Context: an optimization exercise on an open-source flow, tuned for small area. The choices shown serve that exercise and are no tape-out recipe. Only simulation tests tie the RTL to the original design; equivalence was not proved. No activity file was given, so power comes from the tool's default toggle rates.

==> v17: inputs <==
==> flow/design.v <==
package mcdf_fmt_pkg;
  localparam int DATA_WIDE       = 32;
  localparam int CACHE_PTR_WIDE  = 6;
  localparam int FMT_CACHE_DEPTH = 32;
  typedef enum logic [2:0] {
    ST_CHECK0     = 3'd0,
    ST_CHECK      = 3'd1,
    ST_HAND_SHAKE = 3'd2,
    ST_SENT_START = 3'd3,
    ST_DATA_SENT  = 3'd4,
    ST_SENT_END   = 3'd5,
    ST_FLAG_CLR   = 3'd6
  } fmt_state_e;
  function automatic logic [1:0] len_code(input logic [2:0] code);
    case (code)
      3'd0:    len_code = 2'd0;
      3'd1:    len_code = 2'd1;
      3'd2:    len_code = 2'd2;
      default: len_code = 2'd3;
    endcase
  endfunction
endpackage
module fmt_cache
(
  input  logic                                clk,
  input  logic                                i_shift,
  input  logic [mcdf_fmt_pkg::DATA_WIDE-1:0]  i_wdata,
  input  logic [3:0]                          i_tap,     
  output logic [mcdf_fmt_pkg::DATA_WIDE-1:0]  o_rdata
);
  logic [mcdf_fmt_pkg::DATA_WIDE-1:0] r_mem [mcdf_fmt_pkg::FMT_CACHE_DEPTH];
  always_ff @(posedge clk) begin
    if (i_shift) begin
      r_mem[0] <= i_wdata;
      for (int i = 1; i < mcdf_fmt_pkg::FMT_CACHE_DEPTH; i++) r_mem[i] <= r_mem[i-1];
    end
  end
  assign o_rdata = ({mcdf_fmt_pkg::DATA_WIDE{i_tap[0]}} & r_mem[3])
                 | ({mcdf_fmt_pkg::DATA_WIDE{i_tap[1]}} & r_mem[7])
                 | ({mcdf_fmt_pkg::DATA_WIDE{i_tap[2]}} & r_mem[15])
                 | ({mcdf_fmt_pkg::DATA_WIDE{i_tap[3]}} & r_mem[31]);
endmodule
module mcdf_formatter
(
  input  logic                      clk,
  input  logic                      rst_n,
  input  logic [1:0]                fmt_uplink_chid,
  input  logic [2:0]                fmt_fifo0_length,
  input  logic [2:0]                fmt_fifo1_length,
  input  logic [2:0]                fmt_fifo2_length,
  input  logic                      fmt_grant,
  input  logic                      fmt_uplink_valid,
  input  logic [mcdf_fmt_pkg::DATA_WIDE-1:0]      fmt_data_in,
  output logic                      fmt_uplink_ready,
  output logic [1:0]                fmt_chid,
  output logic [mcdf_fmt_pkg::CACHE_PTR_WIDE-1:0] fmt_length,
  output logic                      fmt_req,
  output logic                      fmt_start,
  output logic                      fmt_end,
  output logic [mcdf_fmt_pkg::DATA_WIDE-1:0]      fmt_data
);
  logic       r_check;   
  logic       r_hs;      
  logic       r_ss;      
  logic       r_ds;      
  logic       r_se;      
  logic [4:0] r_cnt;     
  logic [3:0] r_len;     
  logic [1:0] r_chid;    
  logic       w_open;
  logic       w_accept;
  logic       w_last;
  logic       w_send;
  logic       w_show;
  logic       w_shift;
  logic [2:0] w_len_code;
  assign w_open   = (r_cnt != 5'd0);
  assign w_accept = fmt_uplink_valid & r_check & ((fmt_uplink_chid != 2'd0) | w_open);
  always_comb begin
    case (fmt_uplink_chid)
      2'd1:    w_len_code = fmt_fifo0_length;
      2'd2:    w_len_code = fmt_fifo1_length;
      2'd3:    w_len_code = fmt_fifo2_length;
      default: w_len_code = 3'd0;
    endcase
  end
  assign w_last = (r_cnt[1:0] == 2'b11)
                & (r_cnt[2] == ~r_len[0])
                & (r_cnt[3] == (r_len[2] | r_len[3]))
                & (r_cnt[4] == r_len[3]);
  assign w_send  = r_ss | r_ds | r_se;
  assign w_show  = r_hs | w_send;
  assign w_shift = w_accept | r_ss | r_ds;
  fmt_cache u_cache (
    .clk     (clk),
    .i_shift (w_shift),
    .i_wdata (fmt_data_in),
    .i_tap   (r_len & {4{w_send}}),
    .o_rdata (fmt_data)
  );
  always_ff @(posedge clk) begin
    if (r_check & ~w_open) begin
      r_chid <= fmt_uplink_chid;
      r_len  <= 4'b0001 << mcdf_fmt_pkg::len_code(w_len_code);
    end
  end
  always_ff @(posedge clk or posedge rst_n) begin
    if (rst_n) begin
      r_check <= 1'b0;
      r_hs    <= 1'b0;
      r_ss    <= 1'b0;
      r_ds    <= 1'b0;
      r_se    <= 1'b0;
      r_cnt   <= '0;
    end else begin
      r_check <= (r_check & ~(w_accept & w_open & w_last))
               | ~(r_check | r_hs | r_ss | r_ds | r_se);
      r_hs    <= (r_check & w_accept & w_open & w_last) | (r_hs & ~fmt_grant);
      r_ss    <= r_hs & fmt_grant;
      r_ds    <= r_ss | (r_ds & ~w_last);
      r_se    <= r_ds & w_last;
      if (w_accept | r_ss | r_ds) r_cnt <= r_cnt + 5'd1;
      else if (r_hs)              r_cnt <= 5'd1;
      else if (r_se)              r_cnt <= 5'd0;
    end
  end
  assign fmt_uplink_ready = r_check;
  assign fmt_req          = r_hs;
  assign fmt_start        = r_ss;
  assign fmt_end          = r_se;
  assign fmt_chid         = r_chid & {2{w_show}};
  assign fmt_length       = {r_len & {4{w_show}}, 2'b00};
endmodule
==> flow/flow/run.sh <==
#!/bin/bash
# Standard ORFS layout with small port buffers and a clock tree without dummy loads.
set -euo pipefail
bash standard.sh finish \
  "BUFFER_PORTS_ARGS=-buffer_cell sky130_fd_sc_hd__buf_1" \
  "CTS_ARGS=-sink_clustering_enable -repair_clock_nets -dont_use_dummy_load -buf_list sky130_fd_sc_hd__clkbuf_8 -sink_clustering_size 18 -sink_clustering_max_diameter 60" \
  > orfs_flow.log 2>&1
==> flow/standard.sh <==
#!/bin/bash
# synth_recipe.tcl (not shown) runs the flow's synth.tcl, then flattens the netlist and writes it again
# the make line also repeats each setting of config.mk as NAME=value (left out here)
make -C /OpenROAD-flow-scripts/flow DESIGN_CONFIG=/design/flow/config.mk WORK_HOME=/design/flow/orfs CLKGATE_MAP_FILE= SYNTH_SCRIPT=/design/flow/synth_recipe.tcl "${@:-finish}"
==> flow/config.mk <==
export PLATFORM = sky130hd
export DESIGN_NAME = mcdf_formatter
export DESIGN_NICKNAME = mcdf_formatter
export VERILOG_FILES = /design/flow/design.v
export SDC_FILE = /design/flow/constraint.sdc
export NUM_CORES = 4
export LEC_CHECK = 0
export CAP_MARGIN = 0
export CORE_MARGIN = 2
export CORE_UTILIZATION = 65
export GPL_TIMING_DRIVEN = 0
export SLEW_MARGIN = 0
==> flow/constraint.sdc <==
create_clock -name core_clock -period 5.0 [get_ports {clk}]
set_input_delay 1.0000 -clock core_clock [delete_from_list [all_inputs] [get_ports {clk}]]
set_output_delay 1.0000 -clock core_clock [all_outputs]
set_load 0.01 [all_outputs]
==> inputs of v26, as changes to v17 <==
--- a/flow/design.v
+++ b/flow/design.v
@@ -60,21 +60,19 @@
   output logic [mcdf_fmt_pkg::DATA_WIDE-1:0]      fmt_data
 );
-  logic       r_check;   
-  logic       r_hs;      
-  logic       r_ss;      
-  logic       r_ds;      
-  logic       r_se;      
-  logic [4:0] r_cnt;     
-  logic [3:0] r_len;     
-  logic [1:0] r_chid;    
+  mcdf_fmt_pkg::fmt_state_e r_state;
+  logic [4:0]               r_cnt;     
+  logic [3:0]               r_len;     
+  logic [1:0]               r_chid;    
+  logic [3:0]               r_tap;     
+  logic       w_ready;
   logic       w_open;
   logic       w_accept;
   logic       w_last;
-  logic       w_send;
   logic       w_show;
   logic       w_shift;
   logic [2:0] w_len_code;
-  assign w_open   = (r_cnt != 5'd0);
-  assign w_accept = fmt_uplink_valid & r_check & ((fmt_uplink_chid != 2'd0) | w_open);
+  assign w_ready = (r_state == mcdf_fmt_pkg::ST_CHECK);
+  assign w_open  = (r_cnt != 5'd0);
+  assign w_accept = fmt_uplink_valid & w_ready & ((fmt_uplink_chid != 2'd0) | w_open);
   always_comb begin
     case (fmt_uplink_chid)
@@ -89,16 +87,17 @@
                 & (r_cnt[3] == (r_len[2] | r_len[3]))
                 & (r_cnt[4] == r_len[3]);
-  assign w_send  = r_ss | r_ds | r_se;
-  assign w_show  = r_hs | w_send;
-  assign w_shift = w_accept | r_ss | r_ds;
+  assign w_show  = (r_state == mcdf_fmt_pkg::ST_HAND_SHAKE) | (r_tap != 4'd0);
+  assign w_shift = w_accept
+                 | (r_state == mcdf_fmt_pkg::ST_SENT_START)
+                 | (r_state == mcdf_fmt_pkg::ST_DATA_SENT);
   fmt_cache u_cache (
     .clk     (clk),
     .i_shift (w_shift),
     .i_wdata (fmt_data_in),
-    .i_tap   (r_len & {4{w_send}}),
+    .i_tap   (r_tap),
     .o_rdata (fmt_data)
   );
   always_ff @(posedge clk) begin
-    if (r_check & ~w_open) begin
+    if (w_ready & ~w_open) begin
       r_chid <= fmt_uplink_chid;
       r_len  <= 4'b0001 << mcdf_fmt_pkg::len_code(w_len_code);
@@ -107,26 +106,49 @@
   always_ff @(posedge clk or posedge rst_n) begin
     if (rst_n) begin
-      r_check <= 1'b0;
-      r_hs    <= 1'b0;
-      r_ss    <= 1'b0;
-      r_ds    <= 1'b0;
-      r_se    <= 1'b0;
+      r_state <= mcdf_fmt_pkg::ST_CHECK0;
       r_cnt   <= '0;
+      r_tap   <= '0;
     end else begin
-      r_check <= (r_check & ~(w_accept & w_open & w_last))
-               | ~(r_check | r_hs | r_ss | r_ds | r_se);
-      r_hs    <= (r_check & w_accept & w_open & w_last) | (r_hs & ~fmt_grant);
-      r_ss    <= r_hs & fmt_grant;
-      r_ds    <= r_ss | (r_ds & ~w_last);
-      r_se    <= r_ds & w_last;
-      if (w_accept | r_ss | r_ds) r_cnt <= r_cnt + 5'd1;
-      else if (r_hs)              r_cnt <= 5'd1;
-      else if (r_se)              r_cnt <= 5'd0;
+      case (r_state)
+        mcdf_fmt_pkg::ST_CHECK0: begin
+          r_state <= mcdf_fmt_pkg::ST_CHECK;
+        end
+        mcdf_fmt_pkg::ST_CHECK: begin
+          if (w_accept) begin
+            r_cnt <= r_cnt + 5'd1;
+            if (w_open & w_last) r_state <= mcdf_fmt_pkg::ST_HAND_SHAKE;
+          end
+        end
+        mcdf_fmt_pkg::ST_HAND_SHAKE: begin
+          r_cnt <= 5'd1;
+          if (fmt_grant) begin
+            r_state <= mcdf_fmt_pkg::ST_SENT_START;
+            r_tap   <= r_len;
+          end
+        end
+        mcdf_fmt_pkg::ST_SENT_START: begin
+          r_cnt   <= r_cnt + 5'd1;
+          r_state <= mcdf_fmt_pkg::ST_DATA_SENT;
+        end
+        mcdf_fmt_pkg::ST_DATA_SENT: begin
+          r_cnt <= r_cnt + 5'd1;
+          if (w_last) r_state <= mcdf_fmt_pkg::ST_SENT_END;
+        end
+        mcdf_fmt_pkg::ST_SENT_END: begin
+          r_cnt   <= 5'd0;
+          r_tap   <= 4'd0;
+          r_state <= mcdf_fmt_pkg::ST_FLAG_CLR;
+        end
+        default: begin
+          r_cnt   <= 5'd0;
+          r_state <= mcdf_fmt_pkg::ST_CHECK;
+        end
+      endcase
     end
   end
-  assign fmt_uplink_ready = r_check;
-  assign fmt_req          = r_hs;
-  assign fmt_start        = r_ss;
-  assign fmt_end          = r_se;
+  assign fmt_uplink_ready = w_ready;
+  assign fmt_req          = (r_state == mcdf_fmt_pkg::ST_HAND_SHAKE);
+  assign fmt_start        = (r_state == mcdf_fmt_pkg::ST_SENT_START);
+  assign fmt_end          = (r_state == mcdf_fmt_pkg::ST_SENT_END);
   assign fmt_chid         = r_chid & {2{w_show}};
   assign fmt_length       = {r_len & {4{w_show}}, 2'b00};
CAP_MARGIN = 20   (was 0)
GPL_TIMING_DRIVEN = default   (was 0)
SLEW_MARGIN = 20   (was 0)
==> impl_results.md <==
* R2R depth at 8
* Die W at 228 um
* Multi-input combinational area share at 0.0352
* Status: finished clean
* Met2 WL post-DR at 18,300 um
* Worst setup EP type: output pin
* Placed insts at 2,030
* Fraction of the mapped netlist area in simple logic gates at 0.0127
* Max Clk Rate at 0.279 GHz
* Clk sinks at 1,042
* Setup Crit Path Kind: reg2out
* Combinational power at 0.00137 W
* Int Power at 0.0140 W
* Met1 wire length at 21,400 um
* Sequential cell count at 1,042
* Die extent in y at 228 um
-- figures above: v26

==> impl_results.md <==
* Status: finished clean
* Multi-input combinational area share at 0.0316
* Met1 wire length at 21,800 um
* Comb pwr share at 0.107
* Fraction of the mapped netlist area in simple logic gates at 0.0108
* Combinational power at 0.00248 W
* Placed insts at 1,994
* Met2 WL post-DR at 17,100 um
* R2R depth at 12
* Worst setup EP type: flop
* Die extent in y at 227 um
* Setup Crit Path Kind: reg2reg
* Clk sinks at 1,040
* Die W at 227 um
* Sequential cell count at 1,040
-- figures above: v17

[re-timing with driven ports]
How much do the figures lean on ideal ports? The routed layouts below were timed once more, with nothing changed but the port constraints.
Step 1 assumes that a clkbuf_16 drives the clock port and a buf_2 every other input.
Step 2 times the ports against the registers' clock, not the clock port: input delays grow and output delays shrink by t, the midpoint of the rising clock arrivals with the driver on.
Three values: ideal ports, drivers, drivers and shift; two values: the first two.
run	t (ns)	slack for setup (ns)	slew at the worst register clock pin (ns)
v17	0.696	0.392 / 0.392 / -0.143	0.10 / 0.10
v26	0.681	1.417 / 1.363 / 1.584	0.10 / 0.10
With both steps, setup timing fails in v17, where it was met with ideal ports. The setup slack of v17, which loses most, moves by 0.000 ns with the drivers and by -0.535 ns with both steps.
